This is an optimization exercise on Yosys and OpenROAD, whose aim is small area and few clock cycles, not a production implementation.
Where RTL was checked, it was by simulation tests only, not by an equivalence proof against the original.

// rpn_stack_calculator_core
module rpn_stack_calculator_core
#(
  parameter int unsigned STACK_DEPTH = 16
) (
  input  logic             clk_i,
  input  logic             rst_ni,
  input  logic             s_axis_tvalid_i,
  output logic             s_axis_tready_o,
  input  logic [rpnc_pkg::DataW-1:0] s_axis_tdata_i,
  input  logic [1:0]       s_axis_tuser_i,
  output logic             m_axis_tvalid_o,
  input  logic             m_axis_tready_i,
  output logic [rpnc_pkg::DataW-1:0] m_axis_tdata_o,
  output logic [1:0]       m_axis_tuser_o,
  output logic             m_axis_tlast_o
);
Size in the first run: ~2000 cells after synthesis, roughly 520 flip-flops, roughly 75 I/O pins, ~0.030 mm2 of cells after synthesis.
==> module rpn_stack_calculator_core, before the edit <==
module rpn_stack_calculator_core
#(
  parameter int unsigned STACK_DEPTH = 16
) (
  input  logic             clk_i,
  input  logic             rst_ni,
  input  logic             s_axis_tvalid_i,
  output logic             s_axis_tready_o,
  input  logic [rpnc_pkg::DataW-1:0] s_axis_tdata_i,
  input  logic [1:0]       s_axis_tuser_i,
  output logic             m_axis_tvalid_o,
  input  logic             m_axis_tready_i,
  output logic [rpnc_pkg::DataW-1:0] m_axis_tdata_o,
  output logic [1:0]       m_axis_tuser_o,
  output logic             m_axis_tlast_o
);
  localparam int unsigned DataW = rpnc_pkg::DataW;
  localparam int unsigned MemD  = STACK_DEPTH - 1;
  logic [DataW-1:0] top_q;
  logic             top_vld_q;      
  logic [3:0]       cnt_q;          
  logic [MemD:0]    ptr_q;          
  logic [DataW-1:0] mem_q [MemD];
  logic             out_valid_q;
  logic             out_ok_q;
  logic             out_ovf_q;
  logic             out_last_q;
  rpnc_pkg::op_e op;
  assign op = rpnc_pkg::op_e'(s_axis_tuser_i);
  logic advance;                     
  assign advance = !out_valid_q || m_axis_tready_i;
  always_comb begin
    for (int i = 0; i <= MemD; i++) begin
      ptr_q[i] = (cnt_q == 4'(i));
    end
  end
  logic [DataW-1:0] below;
  localparam int unsigned NGrp = MemD / 3;
  logic [DataW-1:0] grp_n [NGrp];    
  for (genvar g = 0; g < NGrp; g++) begin : g_rd
    for (genvar b = 0; b < DataW; b++) begin : g_bit
      rpnc_aoi222 u_aoi (
        .a1_i (mem_q[3*g][b]),   .a2_i (ptr_q[3*g+1]),
        .b1_i (mem_q[3*g+1][b]), .b2_i (ptr_q[3*g+2]),
        .c1_i (mem_q[3*g+2][b]), .c2_i (ptr_q[3*g+3]),
        .y_o  (grp_n[g][b])
      );
    end
  end
  always_comb begin
    below = '0;
    for (int g = 0; g < NGrp; g++) begin
      below = below | ~grp_n[g];
    end
  end
  logic mul_sel;
  logic add_sel;
  logic move_sel;
  logic [DataW-1:0] mac_x_n;
  logic [DataW-1:0] mac_c;
  logic [DataW-1:0] alu_y;
  assign mac_x_n = ~(mul_sel ? below : DataW'(!move_sel));
  assign mac_c   = (add_sel || move_sel) ? below : '0;
  rpnc_cell u_alu (
    .x_n (mac_x_n),
    .t_i (top_q),
    .c_i (mac_c),
    .y_o (alu_y)
  );
  logic mem_empty;
  logic mem_full;
  logic mem_one;
  assign mem_empty = ptr_q[0];
  assign mem_one   = ptr_q[1];
  assign mem_full  = ptr_q[MemD];
  logic refill;                      
  logic accept;
  logic ok;
  logic ovf;
  logic push_mem;                    
  logic pop_mem;                     
  logic top_load;
  logic top_push;                    
  logic top_vld_d;
  always_comb begin
    refill    = 1'b0;
    ok        = 1'b0;
    ovf       = 1'b0;
    push_mem  = 1'b0;
    pop_mem   = 1'b0;
    top_load  = 1'b0;
    top_push  = 1'b0;
    top_vld_d = top_vld_q;
    case (op)
      rpnc_pkg::OP_PUSH: begin
        if (top_vld_q && mem_full) begin
          ovf = 1'b1;
        end else begin
          ok        = 1'b1;
          push_mem  = top_vld_q;
          top_load  = 1'b1;
          top_push  = 1'b1;
          top_vld_d = 1'b1;
        end
      end
      rpnc_pkg::OP_ADD, rpnc_pkg::OP_MUL: begin
        if (top_vld_q) begin
          if (!mem_empty) begin
            ok       = 1'b1;
            pop_mem  = 1'b1;
            top_load = 1'b1;
          end
        end else if (!mem_empty && !mem_one) begin
          refill    = 1'b1;
          pop_mem   = 1'b1;
          top_load  = 1'b1;
          top_vld_d = 1'b1;
        end
      end
      default: begin   
        if (top_vld_q) begin
          ok        = 1'b1;
          top_vld_d = 1'b0;
        end else if (!mem_empty) begin
          ok       = 1'b1;
          pop_mem  = 1'b1;
          top_load = 1'b1;
        end
      end
    endcase
  end
  assign accept          = s_axis_tvalid_i && advance && !refill;
  assign s_axis_tready_o = advance && !refill;
  logic step;                        
  assign step = s_axis_tvalid_i && advance;
  logic binop;                       
  assign binop    = top_vld_q && !mem_empty &&
                    (op == rpnc_pkg::OP_ADD || op == rpnc_pkg::OP_MUL);
  assign mul_sel  = step && binop && (op == rpnc_pkg::OP_MUL);
  assign add_sel  = step && binop && (op == rpnc_pkg::OP_ADD);
  assign move_sel = step && top_load && !top_push && !binop;
  always_ff @(posedge clk_i or negedge rst_ni) begin
    if (!rst_ni) begin
      cnt_q       <= '0;
      top_vld_q   <= 1'b0;
      out_valid_q <= 1'b0;
    end else begin
      if (advance) begin
        out_valid_q <= accept;
      end
      if (step) begin
        top_vld_q <= top_vld_d;
        if (push_mem) begin
          cnt_q <= cnt_q + 4'd1;
        end else if (pop_mem) begin
          cnt_q <= cnt_q - 4'd1;
        end
      end
    end
  end
  always_ff @(posedge clk_i) begin
    top_q <= (step && top_push) ? s_axis_tdata_i : alu_y;
  end
  for (genvar i = 0; i < MemD; i++) begin : g_mem
    always_ff @(posedge clk_i) begin
      if (step && push_mem && ptr_q[i]) begin
        mem_q[i] <= top_q;
      end
    end
  end
  always_ff @(posedge clk_i) begin
    if (accept) begin
      out_ok_q   <= ok;
      out_ovf_q  <= ovf;
      out_last_q <= (op == rpnc_pkg::OP_FINISH);
    end
  end
  assign m_axis_tvalid_o = out_valid_q;
  assign m_axis_tdata_o  = out_ok_q ? top_q : '0;
  assign m_axis_tuser_o  = out_ok_q ? rpnc_pkg::ST_OK :
                           out_ovf_q ? rpnc_pkg::ST_OVERFLOW : rpnc_pkg::ST_UNDERFLOW;
  assign m_axis_tlast_o  = out_last_q;
endmodule
==> flow/config.mk <==
export PLATFORM = sky130hd
export DESIGN_NAME = rpn_stack_calculator_core
export DESIGN_NICKNAME = rpn_stack_calculator_core
export VERILOG_FILES = /design/flow/design.v
export SDC_FILE = /design/flow/constraint.sdc
export NUM_CORES = 4
export LEC_CHECK = 0
export ABC_CLOCK_PERIOD_IN_PS = 8500
export CAP_MARGIN = 20
export CORE_MARGIN = 2
export CORE_UTILIZATION = 70
export SLEW_MARGIN = 20
export SYNTH_HIERARCHICAL = 1
export SYNTH_MINIMUM_KEEP_SIZE = 0
==> flow/constraint.sdc <==
create_clock -name core_clock -period 8.5 [get_ports {clk_i}]
set_input_delay 1.7000 -clock core_clock [delete_from_list [all_inputs] [get_ports {clk_i}]]
set_output_delay 1.7000 -clock core_clock [all_outputs]
set_load 0.01 [all_outputs]
standard.sh (not shown) runs the stock make flow with config.mk's settings and CLKGATE_MAP_FILE= SYNTH_SCRIPT=/design/flow/synth_recipe.tcl, a recipe that flattens the netlist after the stock synthesis.
==> flow/flow/run.sh <==
#!/bin/bash
set -o pipefail
export BUFFER_PORTS_ARGS="-buffer_cell sky130_fd_sc_hd__buf_1"
export CTS_ARGS="-sink_clustering_enable -repair_clock_nets -dont_use_dummy_load -buf_list {sky130_fd_sc_hd__clkbuf_8 sky130_fd_sc_hd__clkbuf_16} -sink_clustering_size 25 -sink_clustering_max_diameter 80"
bash standard.sh > standard.log 2>&1
Then changed:
--- a/flow/design.v
+++ b/flow/design.v
@@ -2355,9 +2355,8 @@
     for (int i = 0; i <= MemD; i++) begin
       ptr_q[i] = (cnt_q == 4'(i));
     end
   end
-  logic [DataW-1:0] below;
   localparam int unsigned NGrp = MemD / 3;
   logic [DataW-1:0] grp_n [NGrp];    
   for (genvar g = 0; g < NGrp; g++) begin : g_rd
     for (genvar b = 0; b < DataW; b++) begin : g_bit
@@ -2368,22 +2367,28 @@
         .y_o  (grp_n[g][b])
       );
     end
   end
-  always_comb begin
-    below = '0;
-    for (int g = 0; g < NGrp; g++) begin
-      below = below | ~grp_n[g];
-    end
-  end
   logic mul_sel;
   logic add_sel;
   logic move_sel;
+  logic c_sel;
   logic [DataW-1:0] mac_x_n;
   logic [DataW-1:0] mac_c;
   logic [DataW-1:0] alu_y;
-  assign mac_x_n = ~(mul_sel ? below : DataW'(!move_sel));
-  assign mac_c   = (add_sel || move_sel) ? below : '0;
+  logic [DataW-1:0] below_lo;        
+  logic [DataW-1:0] below_hi;        
+  assign c_sel = add_sel || move_sel;
+  for (genvar b = 0; b < DataW; b++) begin : g_opnd
+    rpnc_nand3 u_lo (.a_i(grp_n[0][b]), .b_i(grp_n[1][b]), .c_i(grp_n[2][b]), .y_o(below_lo[b]));
+    rpnc_nand2 u_hi (.a_i(grp_n[3][b]), .b_i(grp_n[4][b]), .y_o(below_hi[b]));
+    rpnc_oa21 u_c (.a1_i(below_lo[b]), .a2_i(below_hi[b]), .b_i(c_sel), .y_o(mac_c[b]));
+    if (b == 0) begin : g_x0
+      assign mac_x_n[b] = ~(mul_sel ? (below_lo[b] | below_hi[b]) : !move_sel);
+    end else begin : g_xn
+      rpnc_oai21 u_x (.a1_i(below_lo[b]), .a2_i(below_hi[b]), .b_i(mul_sel), .y_o(mac_x_n[b]));
+    end
+  end
   rpnc_cell u_alu (
     .x_n (mac_x_n),
     .t_i (top_q),
     .c_i (mac_c),
@@ -2514,4 +2519,39 @@
   output logic y_o
 );
   assign y_o = ~((a1_i & a2_i) | (b1_i & b2_i) | (c1_i & c2_i));
 endmodule
+module rpnc_nand3
+(
+  input  logic a_i,
+  input  logic b_i,
+  input  logic c_i,
+  output logic y_o
+);
+  assign y_o = ~(a_i & b_i & c_i);
+endmodule
+module rpnc_nand2
+(
+  input  logic a_i,
+  input  logic b_i,
+  output logic y_o
+);
+  assign y_o = ~(a_i & b_i);
+endmodule
+module rpnc_oa21
+(
+  input  logic a1_i,
+  input  logic a2_i,
+  input  logic b_i,
+  output logic y_o
+);
+  assign y_o = (a1_i | a2_i) & b_i;
+endmodule
+module rpnc_oai21
+(
+  input  logic a1_i,
+  input  logic a2_i,
+  input  logic b_i,
+  output logic y_o
+);
+  assign y_o = ~((a1_i | a2_i) & b_i);
+endmodule
Result: Register-to-register slack barely changes. Routed wire length goes up by 0.47%. Setup slack got worse by 0.0050 ns. Final cell count stays flat. Design area barely changes. Global-route usage goes up by 0.79 points.
Testbench counts after the change, summed over its fixed seeds: cycles 24,428.
No functional check of the RTL was part of the first run of this note.

-- separate check: timing with driven ports --
How much do the figures lean on ideal ports? The routed layouts below were timed once more, with nothing changed but the port constraints.
Step 1 (the two cells are an assumption about what drives the block):
set clk [get_ports {clk_i}]
set_driving_cell -lib_cell sky130_fd_sc_hd__clkbuf_16 $clk
set_driving_cell -lib_cell sky130_fd_sc_hd__buf_2 [delete_from_list [all_inputs] $clk]
Step 2 moves the port delays by t, midway between the first and last clock arrival at a register: inputs arrive t later, outputs are due t later. That takes back most of the time a late clock gives input paths.
Slacks: ideal ports / drivers / drivers and shift; pairs: ideal ports / drivers.
run	t, ns	slack for setup (ns)	worst data-port slew with drivers (ns)
the first run	0.639	0.292 / 0.292 / -0.073	0.07
the second run	0.645	0.287 / 0.287 / -0.129	0.05
Met with ideal ports but missed after step 2: setup timing in the first run and the second run. For the second run, which loses most, drivers alone change the setup slack by 0.000 ns; drivers and shift together by -0.416 ns.
